This design comes from an exercise in tuning for small area on the open sky130 flow, not from production work.
Function was checked by simulation only, so behaviour that the tests miss may differ from the original.
Power figures rest on the tool's default switching activity, not on a simulated workload. No driver is modelled on the clock port, so clocking that relies on it looks cheaper here than on a real chip.

`design/flow/config.mk`:
```
export PLATFORM = sky130hd
export DESIGN_NAME = sdram_write_streamer
export DESIGN_NICKNAME = sdram_write_streamer
export VERILOG_FILES = /design/flow/design.v
export SDC_FILE = /design/flow/constraint.sdc
export NUM_CORES = 4
export LEC_CHECK = 0
export CAP_MARGIN = 20
export CORE_MARGIN = 2
export CORE_UTILIZATION = 40
export SLEW_MARGIN = 20
```
`design/flow/constraint.sdc`:
```
create_clock -name core_clock -period 5.0 [get_ports {clock50MHz}]
set_input_delay 1.0000 -clock core_clock [delete_from_list [all_inputs] [get_ports {clock50MHz}]]
set_output_delay 1.0000 -clock core_clock [all_outputs]
set_load 0.01 [all_outputs]
```
`design/flow/design.v`:
```
package sdram_streamer_pkg;
   localparam int DEF_DATAWIDTH    = 32;
   localparam int DEF_ADDRESSWIDTH = 32;
   localparam int DEF_FIFO_DEPTH   = 16;
   localparam int DEF_COUNTWIDTH   = 16;
   typedef enum logic [1:0] {
      IDLE,
      WRITE,
      FLUSH,
      DONE
   } state_t;
   typedef struct packed {
      logic [DEF_ADDRESSWIDTH-1:0]  address;
      logic [DEF_DATAWIDTH/8-1:0]   byteenable;
      logic [DEF_DATAWIDTH-1:0]     data;
   } fifo_entry_t;
   function automatic int clog2(input int value);
      clog2 = 0;
      for (int i = 0; i < 31; i++) begin
         if ((1 << i) < value) begin
            clog2 = i + 1;
         end
      end
   endfunction
endpackage
module sync_fifo #(
   parameter int WIDTH = 8,
   parameter int DEPTH = 16
)(
   input  logic             clk,
   input  logic             rst_n,
   input  logic             push,
   input  logic [WIDTH-1:0] push_data,
   input  logic             pop,
   output logic [WIDTH-1:0] head_data,
   output logic             full,
   output logic             empty,
   output logic             more_than_one
);
   logic [WIDTH-1:0] mem [DEPTH];
   logic [DEPTH-1:0] head_sel_reg;
   logic             empty_reg;
   logic             do_push;
   assign full          = head_sel_reg[DEPTH-1];
   assign empty         = empty_reg;
   assign more_than_one = !head_sel_reg[0];
   assign do_push       = push && !full;
   always_comb begin
      head_data = '0;
      for (int i = 0; i < DEPTH; i++) begin
         head_data = head_data | ({WIDTH{head_sel_reg[i]}} & mem[i]);
      end
   end
   always_ff @(posedge clk) begin
      if (do_push) begin
         mem[0] <= push_data;
         for (int i = 1; i < DEPTH; i++) begin
            mem[i] <= mem[i-1];
         end
      end
   end
   always_ff @(posedge clk or negedge rst_n) begin
      if (!rst_n) begin
         head_sel_reg <= DEPTH'(1);
         empty_reg    <= 1'b1;
      end else begin
         case ({do_push, pop})
            2'b10: begin
               if (empty_reg) begin
                  empty_reg <= 1'b0;
               end else begin
                  head_sel_reg <= {head_sel_reg[DEPTH-2:0], 1'b0};
               end
            end
            2'b01: begin
               if (head_sel_reg[0]) begin
                  empty_reg <= 1'b1;
               end else begin
                  head_sel_reg <= {1'b0, head_sel_reg[DEPTH-1:1]};
               end
            end
            default: ;
         endcase
      end
   end
endmodule
module sdram_write_streamer #(
   parameter int DATAWIDTH       = sdram_streamer_pkg::DEF_DATAWIDTH,
   parameter int BYTEENABLEWIDTH = DATAWIDTH / 8,
   parameter int ADDRESSWIDTH    = sdram_streamer_pkg::DEF_ADDRESSWIDTH,
   parameter int FIFO_DEPTH      = sdram_streamer_pkg::DEF_FIFO_DEPTH,
   parameter int COUNTWIDTH      = sdram_streamer_pkg::DEF_COUNTWIDTH
)(
   input  logic                       clock50MHz,
   input  logic                       reset,
   input  logic                       auto_incr,
   input  logic [ADDRESSWIDTH-1:0]    base_address,
   input  logic                       load_base,
   input  logic [ADDRESSWIDTH-1:0]    sdram_address,
   input  logic [BYTEENABLEWIDTH-1:0] sdram_byteenable,
   input  logic                       sdram_write,
   input  logic [DATAWIDTH-1:0]       sdram_writedata,
   output logic                       sdram_waitrequest,
   input  logic                       sdram_finished,
   input  logic                       irq_ack,
   output logic [ADDRESSWIDTH-1:0]    master_address,
   output logic [BYTEENABLEWIDTH-1:0] master_byteenable,
   output logic                       master_write,
   output logic [DATAWIDTH-1:0]       master_writedata,
   input  logic                       master_waitrequest,
   output logic                       irq,
   output logic [COUNTWIDTH-1:0]      word_count,
   output logic                       busy
);
   localparam int ENTRY_W = ADDRESSWIDTH + BYTEENABLEWIDTH + DATAWIDTH;
   logic                    master_write_reg;
   logic                    flush_reg;
   logic [ADDRESSWIDTH-1:0] pointer_reg;     
   logic                    ptr_valid_reg;
   logic [ADDRESSWIDTH-1:0] addr_src;
   logic [COUNTWIDTH-1:0]   word_count_reg;
   logic                    irq_reg;
   logic                    finish_pending_reg;
   logic                    fifo_full, fifo_empty, fifo_more;
   logic                    push, pop, inc;
   logic [ENTRY_W-1:0]      head_entry;
   assign push = sdram_write && !fifo_full;
   assign inc  = push && auto_incr;
   assign pop  = master_write_reg && !master_waitrequest;
   assign addr_src = load_base ? base_address : (ptr_valid_reg ? pointer_reg : '0);
   logic [ADDRESSWIDTH-1:0] ptr_next;
   assign ptr_next = inc ? addr_src + ADDRESSWIDTH'(BYTEENABLEWIDTH) : addr_src;
   logic [COUNTWIDTH-1:0]   wc_next;
   logic [COUNTWIDTH:0]     wc_carry;
   always_comb begin
      wc_carry[0] = 1'b1;
      for (int i = 0; i < COUNTWIDTH; i++) begin
         wc_next[i]    = word_count_reg[i] ^ wc_carry[i];
         wc_carry[i+1] = word_count_reg[i] & wc_carry[i];
      end
   end
   sync_fifo #(
      .WIDTH (ENTRY_W),
      .DEPTH (FIFO_DEPTH)
   ) u_fifo (
      .clk           (clock50MHz),
      .rst_n         (reset),
      .push          (push),
      .push_data     ({auto_incr ? addr_src : sdram_address, sdram_byteenable, sdram_writedata}),
      .pop           (pop),
      .head_data     (head_entry),
      .full          (fifo_full),
      .empty         (fifo_empty),
      .more_than_one (fifo_more)
   );
   always_ff @(posedge clock50MHz) begin
      pointer_reg <= ptr_next;
   end
   always_ff @(posedge clock50MHz or negedge reset) begin
      if (!reset) begin
         master_write_reg   <= 1'b0;
         flush_reg          <= 1'b0;
         ptr_valid_reg      <= 1'b0;
         word_count_reg     <= '0;
         irq_reg            <= 1'b0;
         finish_pending_reg <= 1'b0;
      end else begin
         if (master_write_reg) begin
            if (!master_waitrequest && !fifo_more) begin
               master_write_reg <= 1'b0;
               flush_reg        <= (finish_pending_reg || sdram_finished) && !push;
            end
         end else if (flush_reg) begin
            flush_reg <= 1'b0;
         end else if (!fifo_empty) begin
            master_write_reg <= 1'b1;
         end else begin
            flush_reg <= finish_pending_reg;
         end
         ptr_valid_reg <= 1'b1;
         if (load_base) begin
            word_count_reg <= '0;
         end else if (pop) begin
            word_count_reg <= wc_next;
         end
         if (flush_reg) begin
            irq_reg <= 1'b1;
         end else if (irq_ack) begin
            irq_reg <= 1'b0;
         end
         if (flush_reg) begin
            finish_pending_reg <= 1'b0;
         end else if (sdram_finished) begin
            finish_pending_reg <= 1'b1;
         end
      end
   end
   assign sdram_waitrequest = fifo_full;
   assign master_address    = head_entry[ENTRY_W-1 -: ADDRESSWIDTH];
   assign master_byteenable = head_entry[DATAWIDTH +: BYTEENABLEWIDTH];
   assign master_writedata  = head_entry[DATAWIDTH-1:0];
   assign master_write      = master_write_reg;
   assign irq               = irq_reg;
   assign word_count        = word_count_reg;
   assign busy              = !fifo_empty || master_write_reg;
endmodule
```
`design/flow/flow/run.sh`:
```
#!/bin/bash
# Standard ORFS layout (standard.sh) with changes that only affect buffering and sizing:
#  - port buffers use sky130_fd_sc_hd__buf_1 instead of the default pick;
#  - CTS clusters more sinks per leaf buffer and inserts no dummy loads;
# make's full output goes to orfs_make.log; ORFS keeps each step's log under orfs/logs.
set -euo pipefail
CTS_ARGS="-sink_clustering_enable -repair_clock_nets -dont_use_dummy_load -sink_clustering_size 25 -sink_clustering_max_diameter 80"
bash standard.sh \
  "BUFFER_PORTS_ARGS=-buffer_cell sky130_fd_sc_hd__buf_1" \
  "CTS_ARGS=$CTS_ARGS" \
  finish > orfs_make.log 2>&1
```
`design/flow/standard.sh`:
```
#!/bin/bash
# synth_recipe.tcl (not shown) runs the flow's synth.tcl, then flattens the netlist and writes it again
# the make line also repeats each setting of config.mk as NAME=value (left out here)
make -C /OpenROAD-flow-scripts/flow DESIGN_CONFIG=/design/flow/config.mk WORK_HOME=/design/flow/orfs CLKGATE_MAP_FILE= SYNTH_SCRIPT=/design/flow/synth_recipe.tcl "${@:-finish}"
```
==> results of run 1 <==
-- layout make-up --
class / count / area (um2) / area share
well taps: 1391 / 1740 / 0.03780
repair buffers: 234 / 1216 / 0.02641
multi-input cells: 977 / 7383 / 0.1603
clock buffers: 54 / 1351 / 0.02935
inverters: 7 / 30.03 / 0.0006521
flip-flops and latches: 1158 / 34330 / 0.7454
-- placed cells by master (no fill, tap or decap), drive strengths merged, types with 2 or more instances in the layout --
cell type  count
a21oi         70
a221oi       276
a22o         278
a22oi         15
and2           4
buf          232
clkbuf        56
dfrtp         36
dfstp          2
dfxtp         32
edfxtp      1088
ha            17
inv            5
mux2           4
nand2         59
nand2b         4
nand3         18
nand3b         7
nand4         75
nand4b         9
nor2          61
nor3           7
nor4           6
nor4b          2
o21a           2
o21ai          8
o22ai         13
xnor2         24
xor2           7
-- power breakdown --
part | internal (mW) | switching, mW
Sequential | 10.5 | 0.0231
Combinational | 0.0718 | 0.111
Clock | 1.93 | 2.83
-- per-layer routing --
layer | vias up | GRT usage
met5 | - | 0
met4 | 0 | 0.04654
met3 | 137 | 0.03601
met2 | 1259 | 0.2894
met1 | 12450 | 0.2705
li1 | 9919 | -
-- metrics by stage --
stage                     area, um2  instances  setup slack [ps]    util
final                         46050       3821             961.9  0.4387
after global routing          46050       3821             842.9  0.4387
after CTS                     46050       3821             895.1  0.4387
after detailed placement      44700       3767             987.3  0.4258
after global placement        44700       3767              1131  0.4258
after floorplan               42290       2299            -13990       -
-- worst reg2reg max path: cells and delay by family (launching register included) --
family	cells	cell delay (ps)
XOR/XNOR	1	160
adder cells (fa/ha/maj)	14	2650
AND/OR/NAND/NOR	2	110
flip-flops	1	420
-- worst paths after layout --
kind | depth (start not counted) | to | slack, ps
hold reg to reg | 0 | u_fifo.mem[7][24]$_DFFE_PP_ | 420
max in group asynchronous | 1 | u_fifo.head_sel_reg[9]$_DFFE_PN0P_ | 3890
setup / recovery | 5 | master_address[9] | 960
min in group asynchronous | 1 | word_count_reg[13]$_DFFE_PN0P_ | 470
hold / removal | 0 | u_fifo.mem[7][24]$_DFFE_PP_ | 420
setup reg to reg | 17 | word_count_reg[15]$_DFFE_PN0P_ | 1550
-- kinds of logic after synthesis --
logic type	count (synthesis)	share of synthesized area
flops	1158	0.8107
compound gates	669	0.1305
simple gates	255	0.03123
buf+inv	164	0.01492
xor+xnor	31	0.006424
fa+ha+maj	17	0.005033
mux	4	0.001066
other cells	1	0.00008873
==> impl_metrics.tcl, run 1 <==
set metrics [dict create \
    synthToLayoutAreaGrowth_pct 8.949 \
    finalCriticalPeriod_ps 4038 \
    synth_top_area_share 0.7730 \
    yosysMostFrequentCell "edfxtp_1" \
    postCtsSetupRepairBufs 0 \
    synthTopCellsByCount "1088 x edfxtp_1, 278 x a22o_1, 276 x a221oi_1" \
    drive_gt1_frac 0.05103 \
    synth_edf_count 1088 \
    cp.arrival_ps 3040 \
    slowest_stage "dfrtp_4" \
    path_cells "buf_4 -> a22o_1 -> a221oi_1 -> nand4_1 -> buf_1" \
    cts_resized 0 \
    yosysWarnings 3 \
    min_path_type "reg -> reg" \
    crit_start "u_fifo.head_sel_reg[15]$_DFFE_PN0P_" \
    synth_top_flop_cell "edfxtp_1" \
    setup-tns-final_ps 0 \
    async_reset_ff_frac 0.03282 \
    synth_seq_cells 1158 \
    grt_use_total 0.1861 \
    rows 119 \
    clock_latency_ps 650 \
    critPathTopFamily "flip-flops" \
    yosys.area.top_type "edfxtp_1" \
    criticalPathCategory "reg -> out" \
    wl_met3_um 9010 \
    syn-instance-count 2299 \
    final-setup-viol-count 0 \
    worstPathRequired_ps 4000 \
    wirelength_um 103600 \
    synth.yosys.seq_area_share 0.8107 \
    dr.first_iter.drc_count 2856 \
    synth_area_leaders "edfxtp_1 77%, a22o_1 5.8%, a221oi_1 5.7%" \
    m1WireLength_um 44590 \
    overflow 0 \
    cp-end-kind "output port" \
    drc 0 \
    hold_start "u_fifo.mem[6][24]$_DFFE_PP_" \
    finalHoldViolCount 0 \
    wl_per_cell_um 27.12 \
    max_stage_delay_ps 1100 \
    h-tree-depth 2 \
    cap_viol_max_count 0 \
    synth_fp_nets 2424 \
    critPathLaunchType "flip-flop" \
    wl_met2_um 47810 \
    powerDensity_nw_per_um2 335.1 \
    nets 2557 \
    grt_max_degree 186 \
    die_x_um 329.1 \
    holdBufCountCts 0 \
    cts_max_path_buffers 3 \
    port_buffers 195 \
    cts_root_buf "clkbuf_16" \
    peakVddDrop_uv 247.1 \
    grt_pass1_vias 23492 \
    via_per_inst 6.220 \
    final.period_utilization 0.8076 \
    max_slew_margin 0.3122 \
    die_area_um2 108300 \
    worstMarginPinSlew_ps 1032 \
    p_leak_nw 13.91 \
    cts_inserted_buffers 54 \
    core_area_um2 105000 \
    clk_pin_slew_ps 100 \
    p_total_mw 15.43 \
    grt_setup_unrepaired "false" \
    ios 196 \
    r2r_start "word_count_reg[0]$_DFFE_PN0P_" \
    outcome "timing/DRC/antenna clean" \
    die_y_um 329.1 \
    hold_slack_ps 420.0 \
    antenna_cells 0 \
    fmax_mhz 247.6 \
    largest_reg_flops 1088 \
    highest_layer "met4" \
    path_buf_inv 2 \
    tritoncts "built" \
    maxSlewViolCount 0 \
    path_max_fanout 51 \
    hpwl_um 56740 \
    syn_area_um2 42260 \
    vias 23765 \
    routabilityCongestion 0.8377 \
    ant_nets 0 \
    grt_pass1_wl_um 152400 \
    final.fill_count 9030 \
    skew_ps 45.09 \
    postSynthAreaPerCell_um2 18.38 \
    clkSinkCount 1158 \
    antenna_found_initial 2 \
    synth_cell_types 46 \
    start_util 0.4026 \
    dr.pass1.iters 6 \
]
==> inputs of run 2 (changes only) <==
--- a/design/flow/flow/run.sh
+++ b/design/flow/flow/run.sh
@@ -5,5 +5,5 @@
 # make's full output goes to orfs_make.log; ORFS keeps each step's log under orfs/logs.
 set -euo pipefail
-CTS_ARGS="-sink_clustering_enable -repair_clock_nets -dont_use_dummy_load -sink_clustering_size 25 -sink_clustering_max_diameter 80"
+CTS_ARGS="-sink_clustering_enable -repair_clock_nets -dont_use_dummy_load -sink_clustering_size 30 -sink_clustering_max_diameter 100"
 bash standard.sh \
   "BUFFER_PORTS_ARGS=-buffer_cell sky130_fd_sc_hd__buf_1" \
==> impl_metrics.tcl, run 2 <==
set metrics [dict create \
    final-setup-viol-count 0 \
    cap_viol_max_count 0 \
    post-route-util 0.4365 \
    grt_pass1_wl_um 152100 \
    yosysWarnings 3 \
    path_max_fanout 51 \
    die_area_um2 108300 \
    vias 23675 \
    max_slew_margin 0.3087 \
    grt_max_degree 186 \
    synth.yosys.seq_area_share 0.8107 \
    cts_root_buf "clkbuf_16" \
    combPwrFrac 0.012 \
    nets 2548 \
    overflow 0 \
    clk_pin_slew_ps 110 \
    maxSlewViolCount 0 \
    switchingPower_mw 2.889 \
    pwr-share-seq 0.697 \
    ios 196 \
    synth_top_flop_cell "edfxtp_1" \
    max_stage_delay_ps 1110 \
    grt_pass1_vias 23435 \
    tritoncts "built" \
    wirelength_um 103300 \
    finalCriticalPeriod_ps 4046 \
    yosys.area.top_type "edfxtp_1" \
    wl_per_cell_um 27.11 \
    final.period_utilization 0.8091 \
    synth_fp_nets 2424 \
    syn-instance-count 2299 \
    ant_nets 0 \
    drive_gt1_frac 0.04750 \
    synth_top_area_share 0.7730 \
    clkPwrFrac 0.291 \
    routabilityCongestion 0.8377 \
    cts_max_path_buffers 3 \
    fmax_mhz 247.2 \
    rows 119 \
    outcome "timing/DRC/antenna clean" \
    hpwl_um 56740 \
    worstMarginPinSlew_ps 1037 \
    setup-tns-final_ps 0 \
    cts_inserted_buffers 45 \
    clock_latency_ps 630 \
    min_path_type "reg -> reg" \
    via_per_inst 6.211 \
    antenna_found_initial 2 \
    grt_setup_unrepaired "false" \
    path_cells "buf_4 -> a22o_1 -> a221oi_1 -> nand4_1 -> buf_1" \
    powerDensity_nw_per_um2 328.7 \
    r2r_slack_ps 1550 \
    port_buffers 195 \
    skew_ps 40.74 \
    core_area_um2 105000 \
    p_leak_nw 13.80 \
    async_reset_ff_frac 0.03282 \
    worstPathRequired_ps 4000 \
    largest_reg_flops 1088 \
    h-tree-depth 2 \
    layout_commonest_cell "edfxtp_1" \
    synthTopCellsByCount "1088 x edfxtp_1, 278 x a22o_1, 276 x a221oi_1" \
    layout_common_cells "1088 x edfxtp_1, 278 x a22o_1, 276 x a221oi_1, 192 x buf_1, 74 x nand4_1" \
    holdBufCountCts 0 \
    synth_edf_count 1088 \
    slowest_stage "dfrtp_4" \
    yosysMostFrequentCell "edfxtp_1" \
    cp.arrival_ps 3050 \
    cts_resized 0 \
    antenna_cells 0 \
    synth_cell_types 46 \
    postCtsSetupRepairBufs 0 \
    p_int_mw 12.17 \
    peakVddDrop_uv 264.2 \
    criticalPathCategory "reg -> out" \
    dr.first_iter.drc_count 2971 \
    synth_seq_cells 1158 \
    drc 0 \
    clkSinkCount 1158 \
    synthToLayoutAreaGrowth_pct 8.416 \
    critPathLaunchType "flip-flop" \
    dr.pass1.iters 6 \
    start_util 0.4026 \
    cp-end-kind "output port" \
    syn_area_um2 42260 \
    grt_use_total 0.1855 \
    die_y_um 329.1 \
    die_x_um 329.1 \
    finalHoldViolCount 0 \
    synth_area_leaders "edfxtp_1 77%, a22o_1 5.8%, a221oi_1 5.7%" \
    sw_frac_of_total 0.1918 \
    postSynthAreaPerCell_um2 18.38 \
]
-- run 2: power groups by stage --
| stage | clock network, mW | logic (mW) | registers (mW) |
|---|---|---|---|
| 5_1_grt | 4.83 | 0.204 | 10.5 |
| 4_1_cts | 4.53 | 0.182 | 10.5 |
| 6_report | 4.39 | 0.183 | 10.5 |
| 2_1_floorplan | 0 | 0.105 | 10.7 |
| 3_3_place_gp | 0 | 0.178 | 10.7 |
| 3_5_place_dp | 0 | 0.181 | 10.7 |
-- run 2: worst paths after layout --
check,startpoint,end,cells after the start
max,u_fifo.head_sel_reg[15]$_DFFE_PN0P_,master_address[18],5
min,u_fifo.mem[11][26]$_DFFE_PP_,u_fifo.mem[12][26]$_DFFE_PP_,0
max reg2reg,word_count_reg[0]$_DFFE_PN0P_,word_count_reg[15]$_DFFE_PN0P_,17
min reg2reg,u_fifo.mem[11][26]$_DFFE_PP_,u_fifo.mem[12][26]$_DFFE_PP_,0
max in group asynchronous,reset,u_fifo.head_sel_reg[2]$_DFFE_PN0P_,1
min in group asynchronous,reset,word_count_reg[5]$_DFFE_PN0P_,1
-- run 2: critical path: cells and delay by family (launching register included) --
kind / cells / cell delay, ps
simple gates: 1 / 270
flops: 1 / 1110
compound gates: 2 / 240
buf+inv: 2 / 730
-- run 2: kinds of logic after synthesis --
family / synth area share
buffers and inverters: 0.01492
muxes: 0.001066
DFF: 0.8107
xor gates and xnor gates: 0.006424
AOI/OAI and AO/OA: 0.1305
and+or+nand+nor: 0.03123
adders and majority gates: 0.005033
other: 0.00008873
-- run 2: routing by layer --
| layer | part of all wire | global-route usage |
|---|---|---|
| met5 | 0 | 0 |
| met1 | 0.44 | 0.2707 |
| met4 | 0.019 | 0.04289 |
| met2 | 0.46 | 0.2898 |
| met3 | 0.081 | 0.03463 |
-- run 2: layout make-up --
type / instances / area, um2
clock buffers: 45 / 1126
fillers: 9057 / 59150
inverters: 7 / 30.03
multi-input cells: 977 / 7383
flip-flops and latches: 1158 / 34330
well taps: 1391 / 1740
repair buffers: 234 / 1216
-- run 2: stage by stage --
stage | total power [mW] | instance area, um2 | instances | setup slack, ps | hold WS (ps)
after floorplan | 10.81 | 42290 | 2299 | -13990 | 426.4
after global placement | 10.89 | 44700 | 3767 | 1131 | 429.4
after detailed placement | 10.89 | 44700 | 3767 | 987.3 | 434.1
final | 15.06 | 45820 | 3812 | 954.3 | 428.7
after global routing | 15.53 | 45820 | 3812 | 843.0 | 441.9
after CTS | 15.20 | 45820 | 3812 | 900.8 | 430.5

-- static timing again, ports no longer ideal --
How much do the figures lean on ideal ports? The routed layouts below were timed once more, with nothing changed but the port constraints.
Step 1, drivers: a clkbuf_16 drives clock50MHz and a buf_2 each remaining input, both assumed.
Step 2 also shifts input and output timing later by t, the mid clock arrival at the registers, as if the neighbouring blocks saw the same clock.
Slacks: ideal ports / drivers / drivers and shift; pairs: ideal ports / drivers.
| run | shift t [ns] | setup WS [ns] | hold slack, ns |
|---|---|---|---|
| run 1 | 0.698 | 0.962 / 0.895 / 0.967 | 0.420 / 0.420 / 0.420 |
| run 2 | 0.684 | 0.954 / 0.888 / 0.985 | 0.429 / 0.429 / 0.429 |
After both steps every run listed still meets setup and hold.
